Source: an optimization exercise on an open RTL-to-GDS flow (aim: small area). Production flows keep margins and buffers that such runs may drop.
RTL that was checked went through simulation tests only; none was proved equivalent to the original.
Only the layout flow was run in run 6; the RTL was not checked for function there.
No activity file was given, so power comes from the tool's default toggle rates.

`design/flow/flow/run.sh`:
```
#!/bin/bash
cat >> config.mk <<'EOF'
export CTS_ARGS = -sink_clustering_enable -repair_clock_nets -dont_use_dummy_load -buf_list "sky130_fd_sc_hd__clkbuf_4" -sink_clustering_size 10 -sink_clustering_max_diameter 40
export BUFFER_PORTS_ARGS = -buffer_cell sky130_fd_sc_hd__buf_1
EOF
bash standard.sh > standard.log 2>&1
```
`design/flow/design.v`:
```
`timescale 1ns/1ps
package tcp_pkg;
    typedef struct packed {
        logic       valid;
        logic [7:0] data;
        logic       last;
    } ip_beat_t;
    typedef struct packed {
        logic [15:0] src;
        logic [15:0] dst;
    } tcp_ports_t;
    typedef struct packed {
        logic        req;
        logic        is_wr;
        logic [5:0]  addr;
        logic [31:0] wr_data;
    } cpu_req_t;
    typedef struct packed {
        logic        rd_ack;
        logic        wr_ack;
        logic [31:0] rd_data;
    } cpu_rsp_t;
    typedef enum logic {
        DECAP_HEADER,
        DECAP_PAYLOAD
    } decap_state_e;
    typedef enum logic [2:0] {
        STREAM_IDLE,
        STREAM_RECEIVE,
        STREAM_REQUEST,
        STREAM_SEND_HEADER,
        STREAM_SEND_PAYLOAD
    } stream_state_e;
endpackage
`timescale 1ns/1ps
module tcp_offload (
    input  logic                i_clk,
    input  logic                i_reset,
    input  logic [39:0]         i_cpu_req,
    output logic [33:0]         o_cpu_rsp,
    input  logic [9:0]          i_rx,
    output logic [9:0]          o_tx
);
    logic       rst;
    logic       rx_v, rx_l;
    logic [7:0] rx_d;
    logic       c_req, c_wr;
    logic [5:0] c_addr;
    logic [31:0] c_wd;
    assign rst    = i_reset;
    assign rx_v   = i_rx[9];
    assign rx_d   = i_rx[8:1];
    assign rx_l   = i_rx[0];
    assign c_req  = i_cpu_req[39];
    assign c_wr   = i_cpu_req[38];
    assign c_addr = i_cpu_req[37:32];
    assign c_wd   = i_cpu_req[31:0];
    logic        st_pay_q;
    logic [1:0]  hcnt_q;         
    logic [31:0] hdr_q;
    logic        p_v_q, p_l_q, pv_q;
    logic [7:0]  p_d_q;
    always_ff @(posedge i_clk) begin
        if (rst) begin
            st_pay_q <= 1'b0;
            hcnt_q <= 2'd0;
            p_v_q <= 1'b0;
            pv_q <= 1'b0;
        end else begin
            p_v_q <= st_pay_q & rx_v;
            pv_q <= st_pay_q & rx_v & hcnt_q[0];
            if (rx_v) begin
                if (!st_pay_q) begin
                    if (rx_l) begin
                        hcnt_q <= 2'd0;
                    end else if (hcnt_q == 2'd3) begin
                        hcnt_q <= 2'd1;
                        st_pay_q <= 1'b1;
                    end else begin
                        hcnt_q <= hcnt_q + 2'd1;
                    end
                end else begin
                    hcnt_q <= 2'd0;
                    if (rx_l) st_pay_q <= 1'b0;
                end
            end
        end
    end
    always_ff @(posedge i_clk) begin
        p_d_q <= rx_d;
        p_l_q <= rx_l;
        if (rx_v && !st_pay_q) hdr_q <= {hdr_q[23:0], rx_d};
    end
    logic [3:0]       s_full_q;      
    logic [3:0]       s_lenm1_q [4];
    logic [15:0]      s_remote_q [4];
    logic [15:0]      port_q [4];
    logic [3:0]       en_q;
    logic [3:0] match;
    logic       found;
    logic [1:0] msel;
    logic       hit_q;
    logic [1:0] sel_q;           
    logic [1:0] cur_sel;
    logic       cur_hit;
    logic       drop_q;
    logic       r_v_q, r_l_q;
    logic [4:0] wp_q;
    always_comb begin
        for (int i = 0; i < 4; i++) begin
            match[i] = en_q[i] & ~s_full_q[i] & (port_q[i] == hdr_q[15:0]);
        end
        found = |match;
        msel = {~match[0] & ~match[1], ~match[0] & (match[1] | ~match[2])};
    end
    assign cur_hit = pv_q ? found : hit_q;
    assign cur_sel = pv_q ? msel : sel_q;
    always_ff @(posedge i_clk) begin
        if (rst) begin
            hit_q <= 1'b0;
            drop_q <= 1'b0;
            r_v_q <= 1'b0;
        end else begin
            drop_q <= pv_q & ~found;
            r_v_q <= p_v_q & cur_hit;
            if (p_v_q && p_l_q) hit_q <= 1'b0;
            else if (pv_q) hit_q <= found;
        end
    end
    always_ff @(posedge i_clk) begin
        sel_q <= cur_sel;
        r_l_q <= p_l_q;
        for (int i = 0; i < 4; i++) begin
            if (pv_q && !s_full_q[i]) s_remote_q[i] <= hdr_q[31:16];
        end
    end
    logic [3:0]   r_hit;         
    logic         w_en;
    logic [3:0]   last_row;
    logic [127:0] buf_q [4];
    logic [3:0]   shift;
    always_comb begin
        for (int i = 0; i < 4; i++) r_hit[i] = r_v_q & (sel_q == 2'(i));
    end
    assign w_en = p_v_q & cur_hit & (pv_q | ~wp_q[4]);
    assign last_row = pv_q ? 4'd0 : (wp_q[3:0] | {4{wp_q[4]}});
    always_ff @(posedge i_clk) begin
        if (p_v_q && cur_hit) begin
            if (pv_q) wp_q <= 5'd1;
            else if (!wp_q[4]) wp_q <= wp_q + 5'd1;
        end
        for (int i = 0; i < 4; i++) begin
            if (p_v_q && p_l_q && !s_full_q[i]) s_lenm1_q[i] <= last_row;
            if (shift[i]) buf_q[i] <= {buf_q[i][119:0], p_d_q};
        end
    end
    logic       g;
    logic [3:0] gnt_q;           
    logic [1:0] ptr_q;           
    logic [5:0] ph_q;            
    logic [3:0] row_q;           
    logic       pick_found;
    logic [1:0] pick;
    logic       done;
    logic [7:0] ys [4];
    logic [7:0] tbyte;
    logic       tv_q, tl_q;
    logic [7:0] td_q;
    assign g = |gnt_q;
    always_comb begin
        pick_found = 1'b0;
        pick = ptr_q;
        for (int k = 4; k >= 1; k--) begin
            if (s_full_q[2'(ptr_q + 2'(k))]) begin
                pick_found = 1'b1;
                pick = 2'(ptr_q + 2'(k));
            end
        end
    end
    logic [3:0] x;
    logic       reg_a, reg_b, reg_c;
    logic [3:0] thr;
    logic       pay, hrot;
    assign x = s_lenm1_q[ptr_q];
    assign reg_a = (x <= 4'd5);
    assign reg_b = ~reg_a & (x <= 4'd11);
    assign reg_c = ~reg_a & ~reg_b;
    assign thr = reg_a ? x : (reg_b ? x - 4'd6 : x - 4'd10);
    assign pay = ph_q[5];
    always_comb begin
        hrot = 1'b0;
        for (int k = 0; k < 5; k++) hrot = hrot | (ph_q[k] & (4'(k) >= thr));
    end
    always_comb begin
        for (int i = 0; i < 4; i++) begin
            shift[i] = (w_en & (cur_sel == 2'(i))) | (gnt_q[i] & (pay | hrot));
        end
    end
    assign done = pay & (row_q == x);
    always_comb begin
        tbyte = 8'd0;
        for (int i = 0; i < 4; i++) begin
            ys[i] = (port_q[i][15:8] & {8{ph_q[1]}}) | (port_q[i][7:0] & {8{ph_q[2]}}) |
                    (s_remote_q[i][15:8] & {8{ph_q[3]}}) | (s_remote_q[i][7:0] & {8{ph_q[4]}});
            ys[i] = ys[i] | (buf_q[i][8*5 +: 8] & {8{pay & reg_a}}) |
                    (buf_q[i][8*11 +: 8] & {8{pay & reg_b}}) |
                    (buf_q[i][8*15 +: 8] & {8{pay & reg_c}});
            tbyte = tbyte | (ys[i] & {8{gnt_q[i]}});
        end
    end
    always_ff @(posedge i_clk) begin
        if (rst) begin
            gnt_q <= 4'd0;
            ptr_q <= 2'd0;
            tv_q <= 1'b0;
            tl_q <= 1'b0;
            td_q <= 8'd0;
            s_full_q <= 4'd0;
        end else begin
            tv_q <= g & ~ph_q[0];
            tl_q <= g & done;
            td_q <= tbyte;
            if (g) begin
                if (done) gnt_q <= 4'd0;
            end else if (pick_found) begin
                gnt_q <= 4'd1 << pick;
                ptr_q <= pick;
            end
            for (int i = 0; i < 4; i++) begin
                if (r_hit[i] && r_l_q) s_full_q[i] <= 1'b1;
                else if (gnt_q[i] && done) s_full_q[i] <= 1'b0;
            end
        end
    end
    always_ff @(posedge i_clk) begin
        ph_q <= g ? {ph_q[5] | ph_q[4], ph_q[3:0], 1'b0} : 6'd1;
        row_q <= pay ? row_q + 4'd1 : 4'd0;
    end
    assign o_tx = {tv_q, td_q, tl_q};
    logic        wr_en, rd_en;
    logic [31:0] wdr;
    logic        rda_q, wra_q;
    logic [9:0]  rsel_q;        
    logic        acc_v_q, a2_v_q, d2_q;
    logic [31:0] cnt_q [4];
    logic [31:0] dcnt_q;
    logic [31:0] rdata;
    assign wr_en = c_req & c_wr;
    assign rd_en = c_req & ~c_wr;
    assign wdr = c_wd & {32{~rst}};
    function automatic logic [31:0] incr(input logic [31:0] q, input logic inc);
        logic [4:0] bc;
        logic c;
        bc[0] = inc;
        for (int b = 0; b < 4; b++) bc[b+1] = bc[b] & (&q[8*b +: 8]);
        for (int b = 0; b < 4; b++) begin
            c = bc[b];
            for (int i = 8*b; i < 8*b + 8; i++) begin
                incr[i] = q[i] ^ c;
                c = q[i] & c;
            end
        end
    endfunction
    always_ff @(posedge i_clk) begin
        for (int i = 0; i < 4; i++) begin
            if (rst || (wr_en && c_addr == 6'(i))) port_q[i] <= wdr[15:0];
            if (rst || (wr_en && c_addr == 6'(8 + i))) cnt_q[i] <= wdr;
            else cnt_q[i] <= incr(cnt_q[i], a2_v_q && sel_q == 2'(i));
        end
        if (rst || (wr_en && c_addr == 6'd4)) en_q <= wdr[3:0];
        if (rst || (wr_en && c_addr == 6'd12)) dcnt_q <= wdr;
        else dcnt_q <= incr(dcnt_q, d2_q);
    end
    always_ff @(posedge i_clk) begin
        if (rst) begin
            rda_q <= 1'b0;
            wra_q <= 1'b0;
            acc_v_q <= 1'b0;
            a2_v_q <= 1'b0;
            d2_q <= 1'b0;
        end else begin
            rda_q <= rd_en;
            wra_q <= wr_en;
            acc_v_q <= r_v_q & r_l_q;
            a2_v_q <= acc_v_q & ~(wr_en && c_addr == {4'b0010, sel_q});
            d2_q <= drop_q & ~(wr_en && c_addr == 6'd12);
        end
    end
    always_ff @(posedge i_clk) begin
        for (int i = 0; i < 5; i++) rsel_q[i] <= ~rst & rd_en & (c_addr == 6'(i));
        for (int i = 0; i < 5; i++) rsel_q[5 + i] <= ~rst & rd_en & (c_addr == 6'(8 + i));
    end
    always_comb begin
        rdata = 32'd0;
        for (int i = 0; i < 4; i++) begin
            rdata = rdata | ({16'd0, port_q[i]} & {32{rsel_q[i]}});
            rdata = rdata | (cnt_q[i] & {32{rsel_q[5 + i]}});
        end
        rdata = rdata | ({28'd0, en_q} & {32{rsel_q[4]}});
        rdata = rdata | (dcnt_q & {32{rsel_q[9]}});
    end
    assign o_cpu_rsp = {rda_q, wra_q, rdata};
endmodule
```
`design/flow/standard.sh`:
```
#!/bin/bash
# synth_recipe.tcl (not shown) runs the flow's synth.tcl, then flattens the netlist and writes it again
# the make line also repeats each setting of config.mk as NAME=value (left out here)
make -C /OpenROAD-flow-scripts/flow DESIGN_CONFIG=/design/flow/config.mk WORK_HOME=/design/flow/orfs CLKGATE_MAP_FILE= SYNTH_SCRIPT=/design/flow/synth_recipe.tcl "${@:-finish}"
```
`design/flow/config.mk`:
```
export PLATFORM = sky130hd
export DESIGN_NAME = tcp_offload
export DESIGN_NICKNAME = tcp_offload
export VERILOG_FILES = /design/flow/design.v
export SDC_FILE = /design/flow/constraint.sdc
export NUM_CORES = 4
export LEC_CHECK = 0
export CAP_MARGIN = 5
export CORE_MARGIN = 2
export CORE_UTILIZATION = 65
export PLACE_DENSITY = 0.75
export SLEW_MARGIN = 5
export CTS_ARGS = -sink_clustering_enable -repair_clock_nets -dont_use_dummy_load -buf_list "sky130_fd_sc_hd__clkbuf_4" -sink_clustering_size 10 -sink_clustering_max_diameter 40
export BUFFER_PORTS_ARGS = -buffer_cell sky130_fd_sc_hd__buf_1
```
`design/flow/constraint.sdc`:
```
create_clock -name core_clock -period 5.0 [get_ports {i_clk}]
set_input_delay 1.0000 -clock core_clock [delete_from_list [all_inputs] [get_ports {i_clk}]]
set_output_delay 1.0000 -clock core_clock [all_outputs]
set_load 0.01 [all_outputs]
```
==> flow_summary.ini, run 1 <==
[die]
die_h_um = 235.4
num_rows = 84
pin_count = 96
core_area_um2 = 52760
dieArea_um2 = 55400
die_w_um = 235.4
initial_core_util = 0.6596

[synthesis]
post_synth_instance_area_um2 = 34800
synth_top_family_by_area = compound AO/OA/AOI/OAI gates
synth-seq-cells = 922
synthCells = 2376
synth_ff_type = edfxtp_1
ys_async_sr_fraction = 0
yosysUniqueCellTypes = 67
synth_fa_ha_area_frac = 0.05379
synth.mux.area_fraction = 0.003452
syn_avg_cell_area_um2 = 14.65
synth_edf_count = 697
yosysWarnings = 7
synth-xor-area-share = 0.02366
synth-simple-area-share = 0.07709
ys_seq_area_frac = 0.7309
synth_compound_area_frac = 0.09298
synth_fp_nets = 2577

[critical_path]
r2r_slack_ns = 0.86
end_kind = flip-flop
path_class = reg2reg
worstPathMaxFanout = 128
crit_required_ns = 5.52
startpoint_type = flip-flop
rr_worst_depth = 12
r2r_start = ptr_q[0]$_SDFFE_PP0P_
cp.arrival_ns = 4.66
worst_r2r_endpoint = buf_q[3][7]$_DFFE_PP_

[clock_tree]
clk_pin_slew_worst_paths_ns = 0.10
cts-root-buf = clkbuf_4
clk_latency_ns = 1.00
clk_path_buf_depth = 3
cts_made_buffers = 117
cts_sinks = 922
tritoncts = built
cts_resized = 0
postCtsHoldBufs = 0
cts-htree-levels = 3
cts_setup_buffers = 0

[cells_and_area]
final_nets = 2704
design_area_um2 = 36900
drive_gt1_frac = 0.07597
seqCellArea_um2 = 25440
area_growth_syn_to_layout_pct = 6.026
fillCellCount = 3480
multi_input_area_um2 = 8886

[global_route]
overflow = 0
antenna_found_initial = 8
grt_pass1_wl_mm = 119.9
grt_max_degree = 129
grt_use_total = 0.2862
grt_pass1_vias = 20030

[place]
gp_congestion = 0.9680
place_hpwl_mm = 53.18
dpl_cell_area_um2 = 36000
port_buffers = 95

[timing]
max_slew_margin = 0.2060
slew_violations = 0
finClkSkew_ns = 0.1600
layout_min_cycle_time_ns = 4.135
rsz0062_at_grt = false
fmax_mhz = 241.8
worst_pin_slew_ns = 1.191
finalCritPeriodShare = 0.8271
hold_viol_final = 0
setup_viol = 0

[power]
p_per_area_nw_per_um2 = 321.3
totalPowerFinal_w = 0.01186
leakagePower_nw = 12.43
ir_drop_v = 0.0002299

[route]
wirelength_mm = 78.78
drcViolationCount = 0
first_pass_iters = 9
first_iter_violations = 2546
ant_nets = 0
viasPerCell = 6.442
vias = 20600
wire_per_inst_um = 24.63

[min_path]
whs_path_depth = 1
hold_path.class = in2reg
min_to = p_d_q[4]$_DFF_P_
hold_start = i_rx[5]

[job]
cap_violations = 0

[run_status]
status = finished clean
-- cells in the mapped netlist, drive strengths merged (33+ instances only) --
| master | count | share of area |
|---|---|---|
| clkbuf | 112 | 0.012 |
| xnor2 | 52 | 0.013 |
| nand2 | 326 | 0.035 |
| nand3 | 58 | 0.0083 |
| edfxtp | 697 | 0.60 |
| dfxtp | 225 | 0.13 |
| a221oi | 48 | 0.012 |
| xor2 | 42 | 0.011 |
| a21oi | 149 | 0.021 |
| ha | 148 | 0.053 |
| a22oi | 41 | 0.0088 |
| a32oi | 33 | 0.0083 |
| a22o | 48 | 0.012 |
| nand4 | 39 | 0.0070 |
| a31oi | 33 | 0.0059 |
| nor2 | 75 | 0.0081 |
-- cell usage in the layout, fill, tap and decap left out, drive strengths merged, types with 9 or more instances in the layout --
master,instances
a222oi,32
clkbuf,118
nor4,10
a32oi,33
nor2,75
dfxtp,225
ha,148
nand2,326
nor3,21
nand3,58
a22o,48
a22oi,41
a221oi,48
edfxtp,697
buf,130
xor2,42
a21oi,149
xnor2,52
and2,11
nor2b,29
inv,27
diode,9
a211oi,24
nand4,39
a31oi,33
-- cell type report --
class                   count  share of cell area
flip-flops and latches    922              0.6894
diodes                      9           0.0006104
well taps                 688             0.02333
inverters                  32            0.003527
repair buffers            131             0.01845
clock buffers             117             0.02381
multi-input cells        1299              0.2408
-- power breakdown --
group / total [W] / switching, W / internal (W) / leakage [nW]
registers: 0.00833 / 0.000110 / 0.00822 / 8.15
logic: 0.000213 / 0.000149 / 0.0000644 / 3.75
clock network: 0.00331 / 0.00225 / 0.00107 / 0.538
total: 0.0119 / 0.00251 / 0.00935 / 12.4
-- cell families after synthesis --
kind of cell | after synthesis
multiplexers | 10
AND/OR/NAND/NOR | 597
adder cells (fa/ha/maj) | 149
AO/OA/AOI/OAI | 449
XOR/XNOR | 94
flip-flops | 922
buffers and inverters | 155
-- metrics by stage --
step,TNS [ns],std cells,worst slack [ns],utilization,hold WS [ns]
after floorplan,-111.25,2376,-0.2334,-,0.3311
after global placement,0,3072,1.059,0.6822,0.3554
after detailed placement,0,3072,0.9360,0.6822,0.3570
after CTS,0,3189,0.9688,0.6989,0.1699
after global routing,0,3195,0.6555,0.6992,0.1620
final,0,3198,0.8647,0.6993,0.2244
-- critical path, stage by stage (launching register included) --
cell and delay (ns):
dfxtp_2 0.49, inv_4 0.09, ha_4 0.18, a222oi_1 0.40
mux2i_1 0.26, o21ai_4 0.20, inv_2 0.05, fa_1 0.59
a22oi_1 0.12, o311a_1 0.40, a211oi_4 0.47, o22ai_4 0.14
buf_12 0.27
-- metal layers --
metal	global-route usage	vias to the layer above	wire [um]
li1	-	9287	-
met1	0.4174	10100	33200
met2	0.4360	1012	36050
met3	0.05758	198	6884
met4	0.09844	2	2626
met5	0	-	16
-- worst max path at each step --
stage / from / end / depth (start not counted)
global placement: ptr_q[1]$_SDFFE_PP0P_ / buf_q[2][11]$_DFFE_PP_ / 12
finish: ptr_q[0]$_SDFFE_PP0P_ / buf_q[3][7]$_DFFE_PP_ / 12
detailed placement: ptr_q[1]$_SDFFE_PP0P_ / buf_q[2][2]$_DFFE_PP_ / 12
floorplan: ptr_q[1]$_SDFFE_PP0P_ / buf_q[2][0]$_DFFE_PP_ / 15
global route: ptr_q[0]$_SDFFE_PP0P_ / buf_q[3][7]$_DFFE_PP_ / 12
CTS: ptr_q[0]$_SDFFE_PP0P_ / buf_q[3][7]$_DFFE_PP_ / 12
-- flip-flops by register name, indices dropped and copies added (netlist names), 2 cells and up --
register    count
gnt_q           4
port_q         64
dcnt_q         32
cnt_q         128
s_remote_q     64
s_lenm1_q      16
ph_q            6
wp_q            5
buf_q         512
s_full_q        4
row_q           4
td_q            8
sel_q           2
ptr_q           2
p_d_q           8
hcnt_q          2
hdr_q          32
rsel_q         10
en_q            4
==> run 2: changes to the inputs <==
--- a/design/flow/config.mk
+++ b/design/flow/config.mk
@@ -6,9 +6,9 @@
 export NUM_CORES = 4
 export LEC_CHECK = 0
-export CAP_MARGIN = 5
+export CAP_MARGIN = 20
 export CORE_MARGIN = 2
 export CORE_UTILIZATION = 65
 export PLACE_DENSITY = 0.75
-export SLEW_MARGIN = 5
+export SLEW_MARGIN = 20
 export CTS_ARGS = -sink_clustering_enable -repair_clock_nets -dont_use_dummy_load -buf_list "sky130_fd_sc_hd__clkbuf_4" -sink_clustering_size 10 -sink_clustering_max_diameter 40
 export BUFFER_PORTS_ARGS = -buffer_cell sky130_fd_sc_hd__buf_1
==> run 2 against run 1 <==
  * Sequential power about the same
  * Clock skew is 0.00079 ns higher
  * Core utilization about the same
  * Critical path depth stayed put
  * Register-to-register slack barely moved
  * Largest cell class unchanged
  * Highest routed layer unchanged
==> flow_summary.ini, run 2 <==
[clock_tree]
cts_resized = 0
cts-root-buf = clkbuf_4
postCtsHoldBufs = 0
tritoncts = built
cts-htree-levels = 3
clk_pin_slew_worst_paths_ns = 0.10
cts_setup_buffers = 0
clk_path_buf_depth = 3
cts_made_buffers = 117
cts_sinks = 922
clk_latency_ns = 0.99

[cells_and_area]
area_growth_syn_to_layout_pct = 6.040
largest_reg_flops = 512
final_cell_mix = edfxtp_1 (697), nand2_1 (325), dfxtp_1 (222)
drive_gt1_frac = 0.07637
reg_top3 = buf_q x512, cnt_q x128
final_nets = 2704
largest_register = buf_q
final_common_cell = edfxtp_1
fillCellCount = 3478

[route]
first_iter_violations = 2544
first_pass_iters = 7
ant_nets = 0
wirelength_mm = 78.75
vias = 20610
wire_per_inst_um = 24.63
viasPerCell = 6.445
drcViolationCount = 0

[power]
leakagePower_nw = 12.43
ir_drop_v = 0.0002299
totalPowerFinal_w = 0.01186
p_per_area_nw_per_um2 = 321.3

[global_route]
grt_use_met3 = 0.05758
grt_pass1_wl_mm = 119.9
grtUsageMet2 = 0.4360
grt_util_met1 = 0.4174
antenna_found_initial = 8
grt_pass1_vias = 20030
grt_max_degree = 129
overflow = 0
gr-max-usage-layer = met2
grt_use_total = 0.2862

[critical_path]
worstPathMaxFanout = 128
slowest_stage = fa_1
rr_worst_depth = 12
end_kind = flip-flop
path_class = reg2reg
cp.arrival_ns = 4.65
startpoint_type = flip-flop
crit_required_ns = 5.52
crit_chain = inv_4 -> ha_4 -> a222oi_1 -> mux2i_1 -> o21ai_4 -> inv_2 -> fa_1 -> a22oi_1 -> o311a_1 -> a211oi_4 -> o22ai_4 -> buf_12
max_stage_delay_ns = 0.59

[synthesis]
yosysMostFrequentCell = edfxtp_1
ys_top_cells_by_area = edfxtp_1 (60%), dfxtp_1 (13%), ha_1 (5.3%)
synth_fp_nets = 2577
post_synth_instance_area_um2 = 34800
ys_top_cells_by_count = edfxtp_1 (697), nand2_1 (325), dfxtp_1 (225)
yosysWarnings = 7
ys_seq_area_frac = 0.7309
synth_ff_type = edfxtp_1
yosysUniqueCellTypes = 67
synth.top_cell.area_share = 0.6014
synth_top_area_cell = edfxtp_1
synthCells = 2376
syn_avg_cell_area_um2 = 14.65
ys_async_sr_fraction = 0
synth_edf_count = 697
synth-seq-cells = 922

[die]
initial_core_util = 0.6596
dieArea_um2 = 55400
num_rows = 84
die_w_um = 235.4
die_h_um = 235.4
pin_count = 96
core_area_um2 = 52760

[timing]
slew_violations = 0
setup_ws_ns = 0.8674
setup_viol = 0
layout_min_cycle_time_ns = 4.133
finClkSkew_ns = 0.1607
finalCritPeriodShare = 0.8265
rsz0062_at_grt = false
worst_pin_slew_ns = 1.062
max_slew_margin = 0.2904
fmax_mhz = 242.0
hold_viol_final = 0

[place]
place_hpwl_mm = 53.18
port_buffers = 95
gp_congestion = 0.9680
dp_slack_ns = 0.9360

[run_status]
status = finished clean

[min_path]
whs_path_depth = 1
hold_path.class = in2reg

[job]
cap_violations = 0
run 2: changes by cell type in the layout (fill, tap and decap cells not counted):
| cell | change |
|---|---|
| and3_1 | -1 |
| buf_4 | -1 |
| buf_6 | +1 |
| and3_2 | +1 |
run 2: logic make-up after synthesis:
kind of cell | Yosys count | share of synthesized area
AND/OR/NAND/NOR | 597 | 0.07709
multiplexers | 10 | 0.003451
AO/OA/AOI/OAI | 449 | 0.09298
buffers and inverters | 155 | 0.01816
flip-flops | 922 | 0.7309
XOR/XNOR | 94 | 0.02366
adder cells (fa/ha/maj) | 149 | 0.05379
run 2: power by group:
group / internal (W) / switching [W]
clock: 0.00107 / 0.00225
sequential: 0.00822 / 0.000110
combinational: 0.0000647 / 0.000149
run 2: path summary, 6_finish.rpt:
path | slack (ns) | to | start
setup reg to reg | 0.87 | buf_q[3][7]$_DFFE_PP_ | ptr_q[0]$_SDFFE_PP0P_
setup / recovery | 0.87 | buf_q[3][7]$_DFFE_PP_ | ptr_q[0]$_SDFFE_PP0P_
hold reg to reg | 0.36 | buf_q[0][109]$_DFFE_PP_ | buf_q[0][101]$_DFFE_PP_
hold / removal | 0.23 | p_d_q[4]$_DFF_P_ | i_rx[5]
run 2: metal layers:
metal / share of wire / wire (um) / vias to the layer above
met1: 0.42 / 33210 / 10120
li1: - / - / 9287
met4: 0.033 / 2606 / 2
met5: 0.00020 / 16 / -
met2: 0.46 / 36080 / 1008
met3: 0.087 / 6839 / 198
run 2: area by class of cell:
cell class	instances	area, um2	share of cell area
well taps	688	860.8	0.02333
flip-flops and latches	922	25440	0.6893
clock buffers	117	878.3	0.02380
multi-input cells	1299	8887	0.2408
inverters	32	130.1	0.003526
diodes	9	22.52	0.0006103
repair buffers	131	684.4	0.01855
run 2: metrics by stage:
stage	cells	hold WS (ns)	cell area, um2	utilization	setup TNS, ns
after global placement	3072	0.3554	36000	0.6822	0
after CTS	3189	0.1699	36870	0.6989	0
final	3198	0.2265	36900	0.6994	0
after global routing	3195	0.1620	36890	0.6993	0
after detailed placement	3072	0.3570	36000	0.6822	0
after floorplan	2376	0.3311	34960	-	-111.25
run 2: worst max-delay path: cells and delay by family, from the launching register on:
kind                       cells  cell delay, ns
buffers and inverters          3            0.41
DFF                            1            0.48
adders and majority gates      2            0.77
muxes                          1            0.26
AOI/OAI and AO/OA              6            1.73
==> run 3: changes to the inputs <==
--- a/design/flow/config.mk
+++ b/design/flow/config.mk
@@ -8,6 +8,6 @@
 export CAP_MARGIN = 20
 export CORE_MARGIN = 2
-export CORE_UTILIZATION = 65
-export PLACE_DENSITY = 0.75
+export CORE_UTILIZATION = 70
+export PLACE_DENSITY = 0.8
 export SLEW_MARGIN = 20
 export CTS_ARGS = -sink_clustering_enable -repair_clock_nets -dont_use_dummy_load -buf_list "sky130_fd_sc_hd__clkbuf_4" -sink_clustering_size 10 -sink_clustering_max_diameter 40
==> run 3 against run 2 <==
  * Largest cell class unchanged
  * Design area hardly changed
  * Total power about the same
  * Combinational power is 6% higher
  * Largest power group unchanged
  * Sequential share of layout area about the same
==> flow_summary.ini, run 3 <==
[run_status]
status = finished clean

[power]
switching_share = 0.2099
combPwrFrac = 0.019
leakagePower_nw = 12.45
ir_drop_v = 0.0002713
clkPwrFrac = 0.279
p_per_area_nw_per_um2 = 321.2
switchingPower_w = 0.002488
sequentialPowerShare = 0.702
internal_power_w = 0.009362

[critical_path]
crit_buf_inv = 3
crit_start = ptr_q[1]$_SDFFE_PP0P_
crit_chain = inv_4 -> ha_2 -> a222oi_1 -> mux2i_1 -> o21ai_4 -> inv_2 -> fa_1 -> a22oi_1 -> o311a_1 -> a211oi_4 -> o22ai_4 -> buf_12
path_depth = 12
worst_r2r_endpoint = buf_q[2][74]$_DFFE_PP_
rr_worst_depth = 12
worstPathMaxFanout = 92
end_kind = flip-flop
critPathTopFamily = compound AO/OA/AOI/OAI gates
r2r_slack_ns = 0.66
r2r_start = ptr_q[1]$_SDFFE_PP0P_
slowest_stage = fa_1
crit_required_ns = 5.60
endpoint = buf_q[2][74]$_DFFE_PP_
max_stage_delay_ns = 0.58
path_class = reg2reg
startpoint_type = flip-flop
cp.arrival_ns = 4.94

[clock_tree]
cts-root-buf = clkbuf_4
cts_sinks = 922
tritoncts = built
cts_resized = 0
postCtsHoldBufs = 0
cts-htree-levels = 3
clk_latency_ns = 0.95
cts_made_buffers = 118
clk_pin_slew_worst_paths_ns = 0.10
clk_path_buf_depth = 3
cts_setup_buffers = 0

[cells_and_area]
drive_gt1_frac = 0.07711
instances_no_fill = 3172
design_area_um2 = 36890
final_core_util = 0.7520
area_growth_syn_to_layout_pct = 5.997
largest_reg_flops = 512
final_cell_mix = edfxtp_1 (697), nand2_1 (325), dfxtp_1 (222)
reg_top3 = buf_q x512, cnt_q x128
final_common_cell = edfxtp_1
largest_register = buf_q
final_nets = 2706

[global_route]
antenna_found_initial = 3
overflow = 0
grt_pass1_vias = 20080
grt_pass1_wl_mm = 117.1
grt_max_degree = 129
grt_use_total = 0.3069

[min_path]
hold_start = i_rx[5]
hold_path.class = in2reg

[route]
viasPerCell = 6.555
first_iter_violations = 2543
drcViolationCount = 0
wirelength_mm = 77.96
vias = 20790
first_pass_iters = 7
wire_per_inst_um = 24.58
ant_nets = 0

[synthesis]
yosysWarnings = 7
synth_fp_nets = 2577
synth_ff_type = edfxtp_1
synth.top_cell.area_share = 0.6014
post_synth_instance_area_um2 = 34800
ys_top_cells_by_area = edfxtp_1 (60%), dfxtp_1 (13%), ha_1 (5.3%)
syn_avg_cell_area_um2 = 14.65
ys_seq_area_frac = 0.7309
ys_top_cells_by_count = edfxtp_1 (697), nand2_1 (325), dfxtp_1 (225)
synth_edf_count = 697
synth_top_area_cell = edfxtp_1
yosysMostFrequentCell = edfxtp_1
ys_async_sr_fraction = 0
synth-seq-cells = 922
synthCells = 2376
yosysUniqueCellTypes = 67

[die]
pin_count = 96
num_rows = 81
dieArea_um2 = 51510
initial_core_util = 0.7094
core_area_um2 = 49050
die_w_um = 227.0
die_h_um = 227.0

[timing]
worst_pin_slew_ns = 1.154
setup_viol = 0
hold_viol_final = 0
rsz0062_at_grt = false
max_slew_margin = 0.2296
layout_min_cycle_time_ns = 4.339
slew_violations = 0
finalCritPeriodShare = 0.8678
holdWs_ns = 0.2754
finClkSkew_ns = 0.1179
fmax_mhz = 230.5

[job]
cap_violations = 0

[place]
place_hpwl_mm = 52.66
gp_congestion = 0.9528
dpl_cell_area_um2 = 35960
port_buffers = 95
dp_cells = 3048
run 3: cell counts after synthesis:
Identical to the previous run, type by type.
run 3: cell type report:
type	count	area (um2)
Antenna cell	5	12.51
Inverter	32	130.1
Sequential cell	922	25440
Timing Repair Buffer	132	708.2
Clock buffer	118	885.9
Tap cell	664	830.8
Fill cell	3080	12170
Multi-Input combinational cell	1299	8881
run 3: power groups by stage:
stage | sequential [W] | combinational (W) | clock, W
after floorplan | 0.00844 | 0.000120 | 0
after global placement | 0.00849 | 0.000212 | 0
after detailed placement | 0.00849 | 0.000215 | 0
after CTS | 0.00832 | 0.000216 | 0.00337
after global routing | 0.00832 | 0.000236 | 0.00367
final | 0.00832 | 0.000226 | 0.00331
run 3: kinds of logic (layout without fill, tap and decap cells):
| group | after synthesis | after routing | synth area share |
|---|---|---|---|
| AOI/OAI and AO/OA | 449 | 449 | 0.09298 |
| and+or+nand+nor | 597 | 597 | 0.07709 |
| buffers and inverters | 155 | 282 | 0.01816 |
| adders and majority gates | 149 | 149 | 0.05379 |
| other | 0 | 5 | 0 |
| muxes | 10 | 10 | 0.003451 |
| xor gates and xnor gates | 94 | 94 | 0.02366 |
| DFF | 922 | 922 | 0.7309 |
run 3: routing by layer:
layer	routed length [um]	vias up	global-route usage	part of all wire
met4	2526	0	0.1023	0.032
met1	31610	10260	0.4460	0.41
met2	36910	1071	0.4798	0.47
met5	0	-	0	0
met3	6911	186	0.05434	0.089
li1	-	9280	-	-
run 3: per-stage QoR:
stage / worst slack, ns / total power [W] / TNS [ns]
after global placement: 0.7875 / 0.008699 / 0
after CTS: 0.7199 / 0.01190 / 0
after global routing: 0.4065 / 0.01223 / 0
after detailed placement: 0.6374 / 0.008706 / 0
after floorplan: -0.2334 / 0.008564 / -111.25
final: 0.6610 / 0.01185 / 0
run 3: how the worst min path moves through the flow:
| stage | slack (ns) | endpoint | cells after the start |
|---|---|---|---|
| 2_1_floorplan | 0.33 | r_l_q$_DFF_P_ | 0 |
| 3_3_place_gp | 0.36 | r_l_q$_DFF_P_ | 0 |
| 3_5_place_dp | 0.37 | r_l_q$_DFF_P_ | 0 |
| 4_1_cts | 0.21 | p_d_q[4]$_DFF_P_ | 1 |
| 5_1_grt | 0.21 | p_d_q[4]$_DFF_P_ | 1 |
| 6_report | 0.28 | p_d_q[4]$_DFF_P_ | 1 |
==> run 4: changes to the inputs <==
==> design/flow/flow/run.sh (replaced) <==
#!/bin/bash
cat >> config.mk <<'EOF'
export CTS_ARGS = -sink_clustering_enable -repair_clock_nets -dont_use_dummy_load -buf_list "sky130_fd_sc_hd__clkbuf_4" -sink_clustering_size 11 -sink_clustering_max_diameter 35
export BUFFER_PORTS_ARGS = -buffer_cell sky130_fd_sc_hd__buf_1
EOF
bash standard.sh > standard.log 2>&1
==> design/flow/config.mk (replaced) <==
export PLATFORM = sky130hd
export DESIGN_NAME = tcp_offload
export DESIGN_NICKNAME = tcp_offload
export VERILOG_FILES = /design/flow/design.v
export SDC_FILE = /design/flow/constraint.sdc
export NUM_CORES = 4
export LEC_CHECK = 0
export CAP_MARGIN = 20
export CORE_MARGIN = 2
export CORE_UTILIZATION = 65
export PLACE_DENSITY = 0.75
export SLEW_MARGIN = 20
export CTS_ARGS = -sink_clustering_enable -repair_clock_nets -dont_use_dummy_load -buf_list "sky130_fd_sc_hd__clkbuf_4" -sink_clustering_size 11 -sink_clustering_max_diameter 35
export BUFFER_PORTS_ARGS = -buffer_cell sky130_fd_sc_hd__buf_1
==> run 4 against run 3 <==
  * Final cell count grew 1.3%
  * Register-to-register slack gained 0.03 ns
  * Critical path depth is the same
  * Design area grew 0.37%
  * Count of clock-buffer cells in the layout grew 16
  * Sequential share of layout area shrank 0.25 points
  * Core utilization shrank 5.0 points
  * Flip-flop and latch count is the same
  * Hold slack lost 0.11 ns
  * First-iteration DRC count grew 3.3%
  * Die area grew 7.6%
  * Critical endpoint is now buf_q[2][121]$_DFFE_PP_
  * Largest power group unchanged
==> flow_summary.ini, run 4 <==
[critical_path]
path_class = reg2reg
path_depth = 12
startpoint_type = flip-flop
slowest_stage = fa_1
cp.arrival_ns = 4.84
r2r_slack_ns = 0.69
max_stage_delay_ns = 0.59
rr_worst_depth = 12
crit_chain = inv_4 -> ha_2 -> a222oi_1 -> mux2i_1 -> o21ai_4 -> inv_2 -> fa_1 -> a22oi_1 -> o311a_1 -> a211oi_4 -> o22ai_4 -> buf_12
end_kind = flip-flop
worstPathMaxFanout = 128
critPathTopFamily = compound AO/OA/AOI/OAI gates
crit_required_ns = 5.53
crit_buf_inv = 3

[die]
core_area_um2 = 52760
initial_core_util = 0.6596
pin_count = 96
die_w_um = 235.4
dieArea_um2 = 55400
num_rows = 84
die_h_um = 235.4

[timing]
rsz0062_at_grt = false
holdWs_ns = 0.1701
fmax_mhz = 232.0
hold_viol_final = 0
slew_violations = 0
finClkSkew_ns = 0.1215
finalCritPeriodShare = 0.8622
setup_viol = 0
worst_pin_slew_ns = 1.067
layout_min_cycle_time_ns = 4.311
max_slew_margin = 0.2872

[cells_and_area]
area_growth_syn_to_layout_pct = 6.386
reg_top3 = buf_q x512, cnt_q x128
drive_gt1_frac = 0.08261
final_nets = 2721
final_cell_mix = edfxtp_1 (697), nand2_1 (325), dfxtp_1 (222)
final_core_util = 0.7017
final_common_cell = edfxtp_1
design_area_um2 = 37020
largest_reg_flops = 512
largest_register = buf_q
instances_no_fill = 3212

[power]
p_per_area_nw_per_um2 = 325.7
clkPwrFrac = 0.291
leakagePower_nw = 12.51
totalPowerFinal_w = 0.01206
combPwrFrac = 0.018
switching_share = 0.2106
internal_power_w = 0.009519
switchingPower_w = 0.002540
ir_drop_v = 0.0002154
sequentialPowerShare = 0.691

[synthesis]
synth_edf_count = 697
synthCells = 2376
yosysUniqueCellTypes = 67
ys_top_cells_by_area = edfxtp_1 (60%), dfxtp_1 (13%), ha_1 (5.3%)
synth_fp_nets = 2577
ys_top_cells_by_count = edfxtp_1 (697), nand2_1 (325), dfxtp_1 (225)
synth-seq-cells = 922
synth.top_cell.area_share = 0.6014
yosysWarnings = 7
post_synth_instance_area_um2 = 34800
yosysMostFrequentCell = edfxtp_1
synth_ff_type = edfxtp_1
syn_avg_cell_area_um2 = 14.65
ys_seq_area_frac = 0.7309
synth_top_area_cell = edfxtp_1
ys_async_sr_fraction = 0

[place]
place_hpwl_mm = 53.18
port_buffers = 95
dpl_cell_area_um2 = 36000
dp_cells = 3072
gp_congestion = 0.9680

[global_route]
antenna_found_initial = 7
grt_pass1_vias = 20080
overflow = 0
grt_max_degree = 129
grt_use_total = 0.2889
grt_pass1_wl_mm = 120.0

[route]
route.met2.wl_mm = 35.92
first_pass_iters = 9
wire_per_inst_um = 24.52
wirelength_mm = 78.77
drcViolationCount = 0
ant_nets = 0
wl_met1_mm = 32.88
wl_met3_mm = 7.264
top_layer = met5
first_iter_violations = 2628
vias = 20780
viasPerCell = 6.469

[clock_tree]
cts-root-buf = clkbuf_4
cts-htree-levels = 4
clk_path_buf_depth = 3
cts_sinks = 922
cts_setup_buffers = 0
cts_resized = 0
clk_latency_ns = 1.02
clk_pin_slew_worst_paths_ns = 0.11
postCtsHoldBufs = 0
cts_made_buffers = 134
tritoncts = built

[job]
cap_violations = 0

[run_status]
status = finished clean

[min_path]
whs_path_depth = 1
hold_path.class = in2reg
run 4: cell counts after synthesis:
Identical to the previous run, type by type.
run 4: metrics by stage:
| stage | setup TNS, ns | setup slack [ns] |
|---|---|---|
| 2_1_floorplan | -111.25 | -0.2334 |
| 3_3_place_gp | 0 | 1.059 |
| 3_5_place_dp | 0 | 0.9360 |
| 4_1_cts | 0 | 0.9216 |
| 5_1_grt | 0 | 0.6307 |
| 6_report | 0 | 0.6890 |
run 4: worst register-to-register path, cell delays in order (launching register included):
cell	delay, ns
dfxtp_2	0.49
inv_4	0.07
ha_2	0.22
a222oi_1	0.38
mux2i_1	0.26
o21ai_4	0.20
inv_2	0.05
fa_1	0.59
a22oi_1	0.12
o311a_1	0.40
a211oi_4	0.47
o22ai_4	0.16
buf_12	0.23
run 4: power by group through the flow:
| stage | Combinational [W] | Clock, W | Sequential, W |
|---|---|---|---|
| after floorplan | 0.000120 | 0 | 0.00844 |
| final | 0.000213 | 0.00351 | 0.00833 |
| after global routing | 0.000228 | 0.00391 | 0.00834 |
| after detailed placement | 0.000206 | 0 | 0.00850 |
| after CTS | 0.000207 | 0.00361 | 0.00833 |
| after global placement | 0.000204 | 0 | 0.00850 |
run 4: kinds of logic (layout without fill, tap and decap cells):
group           count (synthesis)  in the layout  synth area share
compound gates                449            449           0.09298
xor+xnor                       94             94           0.02366
fa+ha+maj                     149            149           0.05379
buf+inv                       155            297           0.01816
flops                         922            922            0.7309
mux                            10             10          0.003451
other cells                     0              6                 0
simple gates                  597            597           0.07709
run 4: layer usage:
metal	vias to the layer above	global-route usage
li1	9338	-
met1	10180	0.4188
met2	1075	0.4298
met3	185	0.06273
met4	2	0.1197
met5	-	0
run 4: path summary, 6_finish.rpt:
kind | start | endpoint
setup / recovery | ptr_q[1]$_SDFFE_PP0P_ | buf_q[2][121]$_DFFE_PP_
hold / removal | i_rx[5] | p_d_q[4]$_DFF_P_
hold reg to reg | buf_q[1][74]$_DFFE_PP_ | buf_q[1][82]$_DFFE_PP_
setup reg to reg | ptr_q[1]$_SDFFE_PP0P_ | buf_q[2][121]$_DFFE_PP_
run 4: area by class of cell:
type,count,area [um2]
sequential,922,25440
fill,3465,15740
multi-input combinational,1299,8887
clock buffer,134,1006
tap,688,860.8
timing repair buffer,131,684.4
inverter,32,130.1
antenna,6,15.01
==> run 5: changes to the inputs <==
==> design/flow/run.sh (new file) <==
#!/bin/bash
# synth_recipe.tcl (not shown) runs the flow's synth.tcl, then flattens the netlist and writes it again
# the make line also repeats each setting of config.mk as NAME=value (left out here)
make -C /OpenROAD-flow-scripts/flow DESIGN_CONFIG=/design/flow/config.mk WORK_HOME=/design/flow/orfs CLKGATE_MAP_FILE= SYNTH_SCRIPT=/design/flow/synth_recipe.tcl finish
==> design/flow/config.mk (replaced) <==
export PLATFORM = sky130hd
export DESIGN_NAME = tcp_offload
export DESIGN_NICKNAME = tcp_offload
export VERILOG_FILES = /design/flow/design.v
export SDC_FILE = /design/flow/constraint.sdc
export NUM_CORES = 4
export LEC_CHECK = 0
export CAP_MARGIN = 20
export CORE_MARGIN = 2
export CORE_UTILIZATION = 65
export CTS_BUF_LIST = sky130_fd_sc_hd__clkbuf_8
export CTS_CLUSTER_DIAMETER = 45
export CTS_CLUSTER_SIZE = 14
export PLACE_DENSITY = 0.75
export SLEW_MARGIN = 20
removed: design/flow/flow/run.sh
removed: design/flow/standard.sh
==> run 5 against run 4 <==
  * Fmax is 3.1% higher
  * Clock skew shrank 0.084 ns
  * Clock power is 45% higher
  * Design area grew 4.3%
  * Largest cell class unchanged
  * Wire length up 0.61%
  * Total power rose by 13%
  * Critical path type unchanged
  * Largest power group unchanged
  * Via count is 0.32% lower
  * Synthesized cell count unchanged
  * Hold slack improved by 0.19 ns
  * Core utilization increased by 3.0 points
==> flow_summary.ini, run 5 <==
[power]
p_per_area_nw_per_um2 = 354.2
combPwrFrac = 0.018
internal_power_w = 0.01074
switching_share = 0.2146
clkPwrFrac = 0.373
switchingPower_w = 0.002933
sequentialPowerShare = 0.609
ir_drop_v = 0.0002339
leakagePower_nw = 13.21

[route]
ant_nets = 0
drcViolationCount = 0
vias = 20710
viasPerCell = 6.398
wirelength_mm = 79.25
wire_per_inst_um = 24.48
first_iter_violations = 2394
first_pass_iters = 6

[timing]
setup_ws_ns = 0.8198
fmax_mhz = 239.2
slew_violations = 0
max_slew_margin = 0.2239
finalCritPeriodShare = 0.8360
hold_viol_final = 0
worst_pin_slew_ns = 1.163
layout_min_cycle_time_ns = 4.180
setup_viol = 0
rsz0062_at_grt = false
finClkSkew_ns = 0.03714

[critical_path]
path_depth = 12
critPathTopFamily = compound AO/OA/AOI/OAI gates
startpoint_type = flip-flop
path_class = reg2reg
max_stage_delay_ns = 0.61
r2r_slack_ns = 0.82
crit_start = ptr_q[1]$_SDFFE_PP0P_
slowest_stage = fa_1
worstPathMaxFanout = 128
rr_worst_depth = 12
crit_chain = inv_4 -> ha_2 -> a222oi_1 -> mux2i_1 -> o21ai_4 -> inv_2 -> fa_1 -> a22oi_1 -> o311a_1 -> a211oi_4 -> o22ai_4 -> buf_12
crit_required_ns = 5.33
end_kind = flip-flop
r2r_start = ptr_q[1]$_SDFFE_PP0P_
crit_buf_inv = 3
cp.arrival_ns = 4.51

[clock_tree]
postCtsHoldBufs = 0
clk_pin_slew_worst_paths_ns = 0.08
cts_made_buffers = 91
cts_resized = 0
cts_setup_buffers = 0
clk_latency_ns = 0.73
cts-root-buf = clkbuf_8
cts-htree-levels = 3
cts_sinks = 922
clk_path_buf_depth = 3
tritoncts = built

[place]
gp_congestion = 0.9585
dp_slack_ns = 0.8779
place_hpwl_mm = 52.77
port_buffers = 95
dpl_cell_area_um2 = 36580

[global_route]
grt_pass1_vias = 19600
grt_max_degree = 129
grt_use_total = 0.2853
grt_pass1_wl_mm = 119.5
overflow = 0
antenna_found_initial = 2

[min_path]
hold_path.class = reg2reg
whs_path_depth = 0
hold_start = p_l_q$_DFF_P_

[synthesis]
synth_fp_nets = 2577
ys_top_cells_by_area = edfxtp_1 (60%), dfxtp_1 (13%), ha_1 (5.3%)
synth_ff_type = edfxtp_1
ys_seq_area_frac = 0.7309
yosysWarnings = 7
synthCells = 2376
yosysMostFrequentCell = edfxtp_1
ys_async_sr_fraction = 0
synth-seq-cells = 922
syn_avg_cell_area_um2 = 14.65
synth_edf_count = 697
post_synth_instance_area_um2 = 34800
synth.top_cell.area_share = 0.6014
ys_top_cells_by_count = edfxtp_1 (697), nand2_1 (325), dfxtp_1 (225)
yosysUniqueCellTypes = 67
synth_top_area_cell = edfxtp_1

[cells_and_area]
design_area_um2 = 38600
final_nets = 2676
final_common_cell = edfxtp_1
final_cell_mix = edfxtp_1 (697), nand2_1 (325), dfxtp_1 (221)
fillCellCount = 3319
largest_register = buf_q
drive_gt1_frac = 0.08242
largest_reg_flops = 512
reg_top3 = buf_q x512, cnt_q x128
area_growth_syn_to_layout_pct = 10.91

[die]
dieArea_um2 = 55400
die_h_um = 235.4
initial_core_util = 0.6596
die_w_um = 235.4
num_rows = 84
core_area_um2 = 52760
pin_count = 96

[job]
cap_violations = 0

[run_status]
status = finished clean
[run 5: logic make-up after synthesis]
group | Yosys count | share of synthesized area
mux | 10 | 0.003451
fa+ha+maj | 149 | 0.05379
xor+xnor | 94 | 0.02366
buf+inv | 155 | 0.01816
compound gates | 449 | 0.09298
flops | 922 | 0.7309
simple gates | 597 | 0.07709
[run 5: through the flow]
| step | utilization | hold WS, ns | total power, W | TNS, ns | cells |
|---|---|---|---|---|---|
| after floorplan | - | 0.3311 | 0.008564 | -111.25 | 2376 |
| final | 0.7315 | 0.3552 | 0.01367 | 0 | 3237 |
| after global routing | 0.7315 | 0.3747 | 0.01406 | 0 | 3236 |
| after detailed placement | 0.6932 | 0.3432 | 0.008733 | 0 | 3070 |
| after global placement | 0.6932 | 0.3524 | 0.008728 | 0 | 3070 |
| after CTS | 0.7315 | 0.3582 | 0.01375 | 0 | 3236 |
[run 5: power by group through the flow]
| stage | Clock (W) | Sequential [W] | Combinational, W |
|---|---|---|---|
| 6_report | 0.00510 | 0.00833 | 0.000241 |
| 3_3_place_gp | 0 | 0.00850 | 0.000232 |
| 4_1_cts | 0.00519 | 0.00832 | 0.000237 |
| 2_1_floorplan | 0 | 0.00844 | 0.000120 |
| 3_5_place_dp | 0 | 0.00850 | 0.000235 |
| 5_1_grt | 0.00547 | 0.00833 | 0.000255 |
[run 5: area by class of cell]
class / instances / area, um2 / share of cell area
sequential: 922 / 25440 / 0.6591
multi-input combinational: 1299 / 8887 / 0.2303
clock buffer: 92 / 1266 / 0.03281
timing repair buffer: 129 / 1257 / 0.03258
tap: 688 / 860.8 / 0.02230
clock inverter: 74 / 752.0 / 0.01948
inverter: 32 / 130.1 / 0.003371
antenna: 1 / 2.502 / 0.00006484
[run 5: path summary, 6_finish.rpt]
| kind | end |
|---|---|
| setup / recovery | buf_q[3][92]$_DFFE_PP_ |
| hold reg to reg | r_l_q$_DFF_P_ |
| hold / removal | r_l_q$_DFF_P_ |
| setup reg to reg | buf_q[3][92]$_DFFE_PP_ |
[run 5: metal layers]
layer,vias up,track usage,part of all wire
met1,10230,0.4150,0.42
li1,9255,-,-
met5,-,0,0.00015
met2,1043,0.4375,0.46
met3,181,0.05910,0.090
met4,2,0.09207,0.031
==> run 6: changes to the inputs <==
--- a/design/flow/design.v
+++ b/design/flow/design.v
@@ -60,5 +60,4 @@
     logic [31:0] hdr_q;
     logic        p_v_q, p_l_q, pv_q;
-    logic [7:0]  p_d_q;
     always_ff @(posedge i_clk) begin
         if (rst) begin
@@ -88,5 +87,4 @@
     end
     always_ff @(posedge i_clk) begin
-        p_d_q <= rx_d;
         p_l_q <= rx_l;
         if (rx_v && !st_pay_q) hdr_q <= {hdr_q[23:0], rx_d};
@@ -143,14 +141,18 @@
         for (int i = 0; i < 4; i++) r_hit[i] = r_v_q & (sel_q == 2'(i));
     end
-    assign w_en = p_v_q & cur_hit & (pv_q | ~wp_q[4]);
-    assign last_row = pv_q ? 4'd0 : (wp_q[3:0] | {4{wp_q[4]}});
+    logic       d_pay, d_first;
+    logic [3:0] done_s;
+    assign d_pay = st_pay_q & rx_v;
+    assign d_first = hcnt_q[0];
+    assign w_en = d_pay & (d_first | ~wp_q[4]);
+    assign last_row = d_first ? 4'd0 : (wp_q[3:0] | {4{wp_q[4]}});
     always_ff @(posedge i_clk) begin
-        if (p_v_q && cur_hit) begin
-            if (pv_q) wp_q <= 5'd1;
+        if (d_pay) begin
+            if (d_first) wp_q <= 5'd1;
             else if (!wp_q[4]) wp_q <= wp_q + 5'd1;
         end
         for (int i = 0; i < 4; i++) begin
-            if (p_v_q && p_l_q && !s_full_q[i]) s_lenm1_q[i] <= last_row;
-            if (shift[i]) buf_q[i] <= {buf_q[i][119:0], p_d_q};
+            if (d_pay && rx_l && (!s_full_q[i] || done_s[i])) s_lenm1_q[i] <= last_row;
+            if (shift[i]) buf_q[i] <= {buf_q[i][119:0], rx_d};
         end
     end
@@ -194,5 +196,6 @@
     always_comb begin
         for (int i = 0; i < 4; i++) begin
-            shift[i] = (w_en & (cur_sel == 2'(i))) | (gnt_q[i] & (pay | hrot));
+            shift[i] = (w_en & ~s_full_q[i]) | (gnt_q[i] & (pay | hrot));
+            done_s[i] = gnt_q[i] & done;
         end
     end
==> design/flow/flow/run.sh (new file) <==
#!/bin/bash
cat >> config.mk <<'EOF'
export CTS_ARGS = -sink_clustering_enable -repair_clock_nets -dont_use_dummy_load -buf_list "sky130_fd_sc_hd__clkbuf_4" -sink_clustering_size 10 -sink_clustering_max_diameter 40
export BUFFER_PORTS_ARGS = -buffer_cell sky130_fd_sc_hd__buf_1
EOF
bash standard.sh > standard.log 2>&1
==> design/flow/standard.sh (new file) <==
#!/bin/bash
# synth_recipe.tcl (not shown) runs the flow's synth.tcl, then flattens the netlist and writes it again
# the make line also repeats each setting of config.mk as NAME=value (left out here)
make -C /OpenROAD-flow-scripts/flow DESIGN_CONFIG=/design/flow/config.mk WORK_HOME=/design/flow/orfs CLKGATE_MAP_FILE= SYNTH_SCRIPT=/design/flow/synth_recipe.tcl "${@:-finish}"
--- a/design/flow/config.mk
+++ b/design/flow/config.mk
@@ -9,7 +9,6 @@
 export CORE_MARGIN = 2
 export CORE_UTILIZATION = 65
-export CTS_BUF_LIST = sky130_fd_sc_hd__clkbuf_8
-export CTS_CLUSTER_DIAMETER = 45
-export CTS_CLUSTER_SIZE = 14
 export PLACE_DENSITY = 0.75
 export SLEW_MARGIN = 20
+export CTS_ARGS = -sink_clustering_enable -repair_clock_nets -dont_use_dummy_load -buf_list "sky130_fd_sc_hd__clkbuf_4" -sink_clustering_size 10 -sink_clustering_max_diameter 40
+export BUFFER_PORTS_ARGS = -buffer_cell sky130_fd_sc_hd__buf_1
removed: design/flow/run.sh
==> run 6 against run 5 <==
  * Highest routed layer unchanged
  * Total power shrank 14%
  * Wire length shrank 0.50%
  * Synthesized area grew 1.6%
  * Die area grew 1.6%
  * Largest cell class unchanged
  * Hold slack lost 0.014 ns
  * Design area shrank 3.1%
==> flow_summary.ini, run 6 <==
[clock_tree]
clk_latency_ns = 0.95
cts_made_buffers = 119
cts-htree-levels = 3
cts_resized = 0
cts-root-buf = clkbuf_4
tritoncts = built
clk_path_buf_depth = 3
postCtsHoldBufs = 0
cts_setup_buffers = 0
cts_sinks = 914
clk_pin_slew_worst_paths_ns = 0.10

[global_route]
grt_pass1_wl_mm = 118.9
antenna_found_initial = 4
grt_pass1_vias = 20300
grt_max_degree = 168
overflow = 0
grt_use_total = 0.2811

[place]
port_buffers = 95
gp_congestion = 0.9440
dpl_cell_area_um2 = 36470
place_hpwl_mm = 53.33

[route]
vias = 21250
drcViolationCount = 0
viasPerCell = 6.395
wire_per_inst_um = 23.73
first_pass_iters = 6
first_iter_violations = 2681
wirelength_mm = 78.86
ant_nets = 0

[cells_and_area]
area_growth_syn_to_layout_pct = 5.725
final_core_util = 0.6947
final_nets = 2827
largest_register = buf_q
fillCellCount = 3689
drive_gt1_frac = 0.07279
design_area_um2 = 37380
final_cell_mix = edfxtp_1 (699), nand2_1 (315), dfxtp_1 (211)
largest_reg_flops = 512
final_common_cell = edfxtp_1
reg_top3 = buf_q x512, cnt_q x128

[critical_path]
r2r_start = ptr_q[1]$_SDFFE_PP0P_
cp.arrival_ns = 5.07
worstPathMaxFanout = 108
path_class = reg2reg
rr_worst_depth = 13
startpoint_type = flip-flop
end_kind = flip-flop
crit_start = ptr_q[1]$_SDFFE_PP0P_
crit_required_ns = 5.55

[die]
die_w_um = 237.2
initial_core_util = 0.6571
dieArea_um2 = 56280
core_area_um2 = 53810
die_h_um = 237.2
num_rows = 85
pin_count = 96

[timing]
finClkSkew_ns = 0.1260
rsz0062_at_grt = false
setup_viol = 0
max_slew_margin = 0.3080
slew_violations = 0
layout_min_cycle_time_ns = 4.514
holdWs_ns = 0.3409
finalCritPeriodShare = 0.9027
hold_viol_final = 0
fmax_mhz = 221.6
worst_pin_slew_ns = 1.036

[min_path]
hold_path.class = in2reg
whs_path_depth = 1
hold_start = i_rx[0]

[power]
ir_drop_v = 0.0002396
leakagePower_nw = 12.77
p_per_area_nw_per_um2 = 315.9

[synthesis]
synth-seq-cells = 914
synth_ff_type = edfxtp_1
ys_top_cells_by_area = edfxtp_1 (59%), dfxtp_1 (12%), ha_1 (5.2%)
ys_seq_area_frac = 0.7153
synth_edf_count = 699
post_synth_instance_area_um2 = 35360
yosysMostFrequentCell = edfxtp_1
yosysWarnings = 7
synthCells = 2523
synth.top_cell.area_share = 0.5936
ys_top_cells_by_count = edfxtp_1 (699), nand2_1 (316), dfxtp_1 (215)
ys_async_sr_fraction = 0
yosysUniqueCellTypes = 61
synth_top_area_cell = edfxtp_1
synth_fp_nets = 2724
syn_avg_cell_area_um2 = 14.02

[run_status]
status = finished clean

[job]
cap_violations = 0
run 6: cell count changes after synthesis, moves of 9 or more:
cell | previous run | this run
clkbuf_1 | 112 | 122
a41oi_1 | 0 | 9
and2_1 | 10 | 42
xor2_1 | 42 | 14
o21ai_0 | 2 | 73
dfxtp_1 | 225 | 215
a32oi_1 | 33 | 1
inv_1 | 27 | 55
nand2_1 | 325 | 316
nand4_1 | 39 | 79
buf_2 | 3 | 15
a31oi_1 | 33 | 5
xnor2_1 | 52 | 80
o31ai_1 | 3 | 36
run 6: area by class of cell:
type | count | area (um2) | share of cell area
flip-flops and latches | 914 | 25300 | 0.6767
multi-input cells | 1404 | 9402 | 0.2515
clock buffers | 119 | 893.4 | 0.02390
well taps | 696 | 870.8 | 0.02329
repair buffers | 131 | 696.9 | 0.01864
inverters | 56 | 215.2 | 0.005757
diodes | 3 | 7.507 | 0.0002008
run 6: kinds of logic (layout without fill, tap and decap cells):
kind of cell | Yosys count | count (layout) | synth area share
AOI/OAI and AO/OA | 499 | 499 | 0.09621
xor gates and xnor gates | 94 | 94 | 0.02328
adders and majority gates | 149 | 149 | 0.05294
buffers and inverters | 205 | 306 | 0.02353
DFF | 914 | 914 | 0.7153
muxes | 6 | 6 | 0.002194
other | 0 | 3 | 0
and+or+nand+nor | 656 | 656 | 0.08651
run 6: per-layer routing:
metal  vias up  routed length (um)  global-route usage
li1       9673                   -                   -
met1     10270               32690              0.4076
met2      1114               35700              0.4248
met3       195                7634             0.06143
met4         4                2802              0.1029
met5         -                  27                   0
run 6: report_power, final:
part	internal (W)	switching, W	total, W
clock	0.00108	0.00224	0.00332
combinational	0.0000715	0.000152	0.000224
sequential	0.00816	0.000108	0.00827
total	0.00931	0.00250	0.0118
run 6: path summary, 6_finish.rpt:
check	to	slack, ns
setup reg to reg	buf_q[0][19]$_DFFE_PP_	0.49
hold / removal	p_l_q$_DFF_P_	0.34
hold reg to reg	r_l_q$_DFF_P_	0.36
setup / recovery	buf_q[0][19]$_DFFE_PP_	0.49
run 6: critical path, stage by stage, from the launching register on:
cell	delay [ns]
dfxtp_2	0.44
inv_1	0.10
ha_1	0.23
a222oi_1	0.35
a21o_1	0.32
inv_4	0.12
nand2_1	0.15
nor2_4	0.06
a21oi_4	0.14
fa_2	0.52
a21oi_2	0.25
o311ai_4	0.23
a31oi_4	0.71
buf_12	0.45
run 6: metrics by stage:
stage	cells	setup TNS (ns)	power, W	setup WS, ns
3_3_place_gp	3200	0	0.008647	0.6292
3_5_place_dp	3200	0	0.008653	0.4711
2_1_floorplan	2523	-220.06	0.008512	-0.4298
6_report	3323	0	0.01181	0.4865
5_1_grt	3323	0	0.01220	0.2800
4_1_cts	3319	0	0.01190	0.5575

==> afterwards: timing with drivers on the ports <==
How much do the figures lean on ideal ports? The routed layouts below were timed once more, with nothing changed but the port constraints. Step 1, drivers: a clkbuf_16 drives i_clk and a buf_2 each remaining input, both assumed. Step 2 moves the port delays by t, midway between the first and last clock arrival at a register: inputs arrive t later, outputs are due t later. That takes back most of the time a late clock gives input paths. a / b / c = no drivers / after step 1 / after step 2; a / b = the first two.
run | shift t [ns] | setup slack, ns | worst setup path at the end | worst data-port slew with drivers (ns)
run 1 | 0.972 | 0.865 / 0.865 / 0.865 | register to register | 0.07
run 2 | 0.970 | 0.867 / 0.867 / 0.867 | register to register | 0.07
run 3 | 0.949 | 0.661 / 0.661 / 0.661 | register to register | 0.06
run 4 | 1.012 | 0.689 / 0.689 / 0.689 | register to register | 0.07
run 5 | 0.766 | 0.820 / 0.820 / 0.820 | register to register | 0.07
run 6 | 0.944 | 0.486 / 0.486 / 0.486 | register to register | 0.09
After both steps setup and hold are still met in every run listed.
